This design comes from an exercise in tuning for small area and few clock cycles per item on the open sky130 flow, not from production work. Only simulation tests tie the RTL to the original design; equivalence was not proved.

== try-fjord ==
// rgb_to_hsi_convert
module rgb_to_hsi_convert #(
  parameter int unsigned HUE_FRAC_BITS = rhc_pkg::HUE_FRAC_DEF
) (
  input  logic        clk,
  input  logic        rst_n,
  input  logic        in_tvalid,
  output logic        in_tready,
  input  logic [23:0] in_tdata,    
  output logic        out_tvalid,
  input  logic        out_tready,
  output logic [47:0] out_tdata    
);
Size: ~6000 cells after synthesis, ~330 flip-flops, roughly 78 I/O pins.
make LEC_CHECK=0 ABC_AREA=1 CAP_MARGIN=20 CORE_MARGIN=2 CORE_UTILIZATION=65 CTS_BUF_LIST=sky130_fd_sc_hd__clkbuf_8 SLEW_MARGIN=20 finish   # period 12.5 ns
run.sh (not shown) runs the stock make flow with config.mk's settings and CLKGATE_MAP_FILE= SYNTH_SCRIPT=/design/flow/synth_recipe.tcl, a recipe that flattens the netlist after the stock synthesis.
Testbench counts of try-fjord, summed over its fixed seeds: cycles 16,032, items 16,000.
### try-fjord -> try-quartz
- a deleted CTS_BUF_LIST that had been sky130_fd_sc_hd__clkbuf_8
- a change of CORE_UTILIZATION from 65 to 55
Findings:
- NOTE: maximum number of pins on one net before global-route repair in try-quartz exceeds that of try-fjord
- Number of cells in the finished layout apart from fillers, try-quartz vs try-fjord: up slightly
- Design area went up slightly going from try-fjord to try-quartz.
- Sort try-quartz and try-fjord by core utilization, descending, and try-fjord comes first.
- try-fjord has a lower pre-CTS worst setup slack than try-quartz.
- Diff try-fjord -> try-quartz: via count fell by about 1.1%; growth of design area from synthesis to finish now larger.
- For the first-pass GRT wire length, try-quartz came in about 4% higher than try-fjord did.
The following lists how try-tundra was set up differently from try-quartz:
- setting CTS_BUF_LIST to sky130_fd_sc_hd__clkbuf_8 for the first time
- changing CORE_UTILIZATION from 55 to 80
==> comparison <==
- Compare try-quartz and try-tundra | clock network area share lower: try-tundra
- Compared with try-quartz, try-tundra shows achievable frequency that has gone down by more than 10%.
- Comparing try-quartz and try-tundra, the lower area occupied by multi-input gates was measured on try-quartz.
- Min tap cell count across try-quartz and try-tundra: try-tundra
- try-quartz → try-tundra: number of failing setup endpoints in the final timing report higher, core utilization higher.
- try-quartz ended with every stage complete and zero timing, DRC or antenna violations.
- The layout from try-tundra, despite a flow that completed every stage, fails the layout checks, with the failing checks listed as setup timing.
- Measured against try-tundra, the aggregate routed wire length of try-quartz comes out at 0.862 times the reference value.
Setup changes, try-tundra to try-zinc
- CORE_UTILIZATION changed from 80 to 55
==> comparison <==
try-zinc went all the way through the flow, and no timing, DRC or antenna check failed.
try-zinc contains fewer vias than try-tundra.
On non-clock buffer count: between try-zinc and try-tundra, it ends up higher for try-zinc.
Against try-tundra as the reference, try-zinc delivers a lower sequential share of layout area.
Relative to try-zinc, the following input files were edited for try-ember:
- swapping 55 for 70 in CORE_UTILIZATION
==> flow/flow/run.sh (new file) <==
#!/bin/bash
# The standard layout (the standard.sh, standard synthesis unchanged), with ORFS's power
# recovery step enabled after global routing: repair_timing -recover_power downsizes gates
# on paths that keep positive slack. Each step's full output goes to its own log file here.
set -euo pipefail
export RECOVER_POWER=100
bash standard.sh synth > run_synth.log 2>&1
bash standard.sh finish > run_layout.log 2>&1
==> flow/standard.sh (new file) <==
#!/bin/bash
# synth_recipe.tcl (not shown) runs the flow's synth.tcl, then flattens the netlist and writes it again
# the make line also repeats each setting of config.mk as NAME=value (left out here)
make -C /OpenROAD-flow-scripts/flow DESIGN_CONFIG=/design/flow/config.mk WORK_HOME=/design/flow/orfs CLKGATE_MAP_FILE= SYNTH_SCRIPT=/design/flow/synth_recipe.tcl "${@:-finish}"
removed: flow/run.sh
==> comparison <==
Taking try-zinc as the reference, in try-ember floorplan die width has decreased, number of resized instances in the post-cts repair step has increased, total of clock buffers placed in the layout has decreased, sum of routed wire length over all layers has decreased. The deepest level of the CTS H-tree reported for try-ember is smaller than that of try-zinc by 1. The area of all placed cells without fillers of try-ember is lower than that of try-zinc.
Relative to try-ember, the following input files were edited for try-pepper:
==> flow/run.sh (new file) <==
#!/bin/bash
# synth_recipe.tcl (not shown) runs the flow's synth.tcl, then flattens the netlist and writes it again
# the make line also repeats each setting of config.mk as NAME=value (left out here)
make -C /OpenROAD-flow-scripts/flow DESIGN_CONFIG=/design/flow/config.mk WORK_HOME=/design/flow/orfs CLKGATE_MAP_FILE= SYNTH_SCRIPT=/design/flow/synth_recipe.tcl finish
removed: flow/flow/run.sh
removed: flow/standard.sh
- Diff try-ember..try-pepper | sequential portion of the cell area | negligible
- Compared try-pepper against try-ember; final worst-path setup slack within noise.
- Taking try-ember as the reference, in try-pepper maximum achievable frequency now sits at about the same level; post-layout minimum cycle time barely changed.

---

Setup of exp/umber:
Starting RTL as in the previous note.
export LEC_CHECK = 0
export ABC_AREA = 1
export CAP_MARGIN = 10
export CORE_MARGIN = 2
export CORE_UTILIZATION = 70
export CTS_BUF_LIST = sky130_fd_sc_hd__clkbuf_8
export SLEW_MARGIN = 10
create_clock -name core_clock -period 12.5 [get_ports {clk}]
Stock flow here: none of the scripts above is used.
Testbench counts of exp/umber, summed over its fixed seeds: cycles 16,032, items 16,000.
## Diff of input files: exp/pepper against exp/umber
# exp/umber
export LEC_CHECK = 0
export ABC_AREA = 1
export CAP_MARGIN = 10
export CORE_MARGIN = 2
export CORE_UTILIZATION = 70
export CTS_BUF_LIST = sky130_fd_sc_hd__clkbuf_8
export SLEW_MARGIN = 10
create_clock -name core_clock -period 12.5 [get_ports {clk}]
# exp/pepper
export LEC_CHECK = 0
export ABC_AREA = 1
export CAP_MARGIN = 20
export CORE_MARGIN = 2
export CORE_UTILIZATION = 55
export CTS_CLUSTER_DIAMETER = 60
export CTS_CLUSTER_SIZE = 30
export SLEW_MARGIN = 20
create_clock -name core_clock -period 12.5 [get_ports {clk}]
[summary]
| met2 track demand over resource | exp/pepper vs exp/umber | 7.5 points lower |. Of exp/pepper and exp/umber, exp/pepper shows the higher height of the chip, with exp/umber below it. Clock skew in exp/pepper is 0.0060 ns lower than in exp/umber. Run comparison: exp/umber worst setup path startpoint ce_x_4825_q4$_DFFE_PP_; exp/pepper worst setup path startpoint cu_x_3907_q3$_DFFE_PP_. Re number of standard cells in the layout, taps in and fillers out: exp/umber was lower than exp/pepper. Diff exp/umber -> exp/pepper: final routed wire length divided by cell count has remained practically unchanged; number of core rows has increased. Relative to exp/umber, met1 global-route usage decreased by 6.1 points in exp/pepper. Taking exp/umber as the reference, in exp/pepper total wire length after detailed routing now larger; cell area now larger; final net count now larger.
Relative to exp/pepper, the following input files were edited for exp/tundra:
# exp/pepper
export LEC_CHECK = 0
export ABC_AREA = 1
export CAP_MARGIN = 20
export CORE_MARGIN = 2
export CORE_UTILIZATION = 55
export CTS_CLUSTER_DIAMETER = 60
export CTS_CLUSTER_SIZE = 30
export SLEW_MARGIN = 20
create_clock -name core_clock -period 12.5 [get_ports {clk}]
# exp/tundra
export LEC_CHECK = 0
export ABC_AREA = 1
export CAP_MARGIN = 0
export CORE_MARGIN = 2
export CORE_UTILIZATION = 70
export CTS_BUF_LIST = sky130_fd_sc_hd__clkbuf_8
export SLEW_MARGIN = 0
create_clock -name core_clock -period 12.5 [get_ports {clk}]
## What came out
Side by side, share of post-route cells with drive strength above 1 turned out lower in exp/tundra than in exp/pepper. Comparing exp/tundra and exp/pepper, the lower synthesis-to-finish area growth is on exp/tundra. exp/tundra: first-pass GRT wire length is 5.5% lower than what exp/pepper reported. Total of cells resized after clock tree synthesis: exp/tundra higher than exp/pepper. Worst clock skew: lower on exp/pepper. exp/pepper was routed with fewer vias than exp/tundra. Compared with exp/pepper, in exp/tundra minimum clock period rose by 0.083 ns; worst setup slack went down.
#### Input delta (exp/nickel over exp/tundra)
# exp/tundra
export LEC_CHECK = 0
export ABC_AREA = 1
export CAP_MARGIN = 0
export CORE_MARGIN = 2
export CORE_UTILIZATION = 70
export CTS_BUF_LIST = sky130_fd_sc_hd__clkbuf_8
export SLEW_MARGIN = 0
create_clock -name core_clock -period 12.5 [get_ports {clk}]
# exp/nickel
export LEC_CHECK = 0
export ABC_AREA = 1
export CAP_MARGIN = 20
export CORE_MARGIN = 2
export CORE_UTILIZATION = 40
export SLEW_MARGIN = 20
create_clock -name core_clock -period 12.5 [get_ports {clk}]
--- outcome ---
- exp/nickel: all stages complete, timing, DRC and antenna checks passed
- Compared exp/nickel against exp/tundra; worst hold slack across all endpoints within noise.
- Changes observed in exp/nickel relative to exp/tundra: non-clock buffer instance count of the final layout now sits higher; clock network area share now sits higher; cell depth of the worst setup path now sits lower.
[inputs] exp/ember vs exp/nickel
# exp/nickel
export LEC_CHECK = 0
export ABC_AREA = 1
export CAP_MARGIN = 20
export CORE_MARGIN = 2
export CORE_UTILIZATION = 40
export SLEW_MARGIN = 20
create_clock -name core_clock -period 12.5 [get_ports {clk}]
# exp/ember
export LEC_CHECK = 0
export ABC_AREA = 1
export CAP_MARGIN = 20
export CORE_MARGIN = 2
export CORE_UTILIZATION = 55
export CTS_BUF_LIST = sky130_fd_sc_hd__clkbuf_4 sky130_fd_sc_hd__clkbuf_8
export SLEW_MARGIN = 20
create_clock -name core_clock -period 12.5 [get_ports {clk}]
Findings:
Compared with exp/nickel, exp/ember shows a total instance count after detailed placement that is 437 lower. Changes observed in exp/ember relative to exp/nickel: portion of the layout cell area used by non-clock buffers roughly the same, wire length after detailed routing increased about 1.3%. exp/ember — TritonCTS buffer count about 53% higher, exp/nickel as reference. Changes observed in exp/ember relative to exp/nickel: fill cell total of the finished layout has decreased; endpoint arrival time on the critical path has increased; slack of the critical path has decreased. Of the two values seen for cell with the largest stage delay on the worst path, clkdlybuf4s50_1 was produced by exp/nickel and fa_1 by exp/ember.

afterwards: timing with drivers on the ports:
Ports are ideal in the flow. The routed layouts listed here were re-timed in OpenROAD.
Step 1 sets driving cells, clkbuf_16 on the clock port and buf_2 on the other inputs (assumed; they add their load-dependent delay and slew).
Step 2 moves the port delays by t, midway between the first and last clock arrival at a register: inputs arrive t later, outputs are due t later. That takes back most of the time a late clock gives input paths.
Slacks: no drivers / after step 1 / after step 2; pairs: no drivers / after step 1.
run | t (ns) | setup WS [ns] | worst hold slack (ns) | worst setup path after step 2 | worst slew at a driven data input, ns
try-fjord | 0.747 | 0.515 / 0.446 / 0.168 | 0.406 / 0.406 / 0.406 | input to register | 0.06
try-quartz | 0.663 | 0.684 / 0.620 / 0.097 | 0.416 / 0.416 / 0.416 | input to register | 0.05
try-tundra | 0.736 | -2.107 / -2.107 / -2.107 | 0.394 / 0.394 / 0.394 | register to register | 0.06
try-zinc | 0.744 | 0.587 / 0.587 / 0.002 | 0.404 / 0.404 / 0.404 | input to register | 0.05
try-ember | 0.752 | 0.515 / 0.446 / 0.203 | 0.410 / 0.410 / 0.410 | input to register | 0.09
try-pepper | 0.752 | 0.514 / 0.445 / 0.202 | 0.410 / 0.410 / 0.410 | input to register | 0.09
exp/umber | 0.752 | 0.514 / 0.445 / 0.202 | 0.410 / 0.410 / 0.410 | input to register | 0.09
exp/pepper | 0.661 | 0.598 / 0.598 / 0.079 | 0.406 / 0.406 / 0.406 | input to register | 0.05
exp/tundra | 0.752 | 0.514 / 0.445 / 0.202 | 0.410 / 0.410 / 0.410 | input to register | 0.09
exp/nickel | 0.677 | 0.647 / 0.571 / 0.103 | 0.412 / 0.412 / 0.412 | input to register | 0.04
exp/ember | 0.746 | 0.577 / 0.577 / 0.002 | 0.405 / 0.405 / 0.405 | input to register | 0.05
For try-quartz, which loses most, drivers alone change the setup slack by -0.064 ns; drivers and shift together by -0.587 ns.
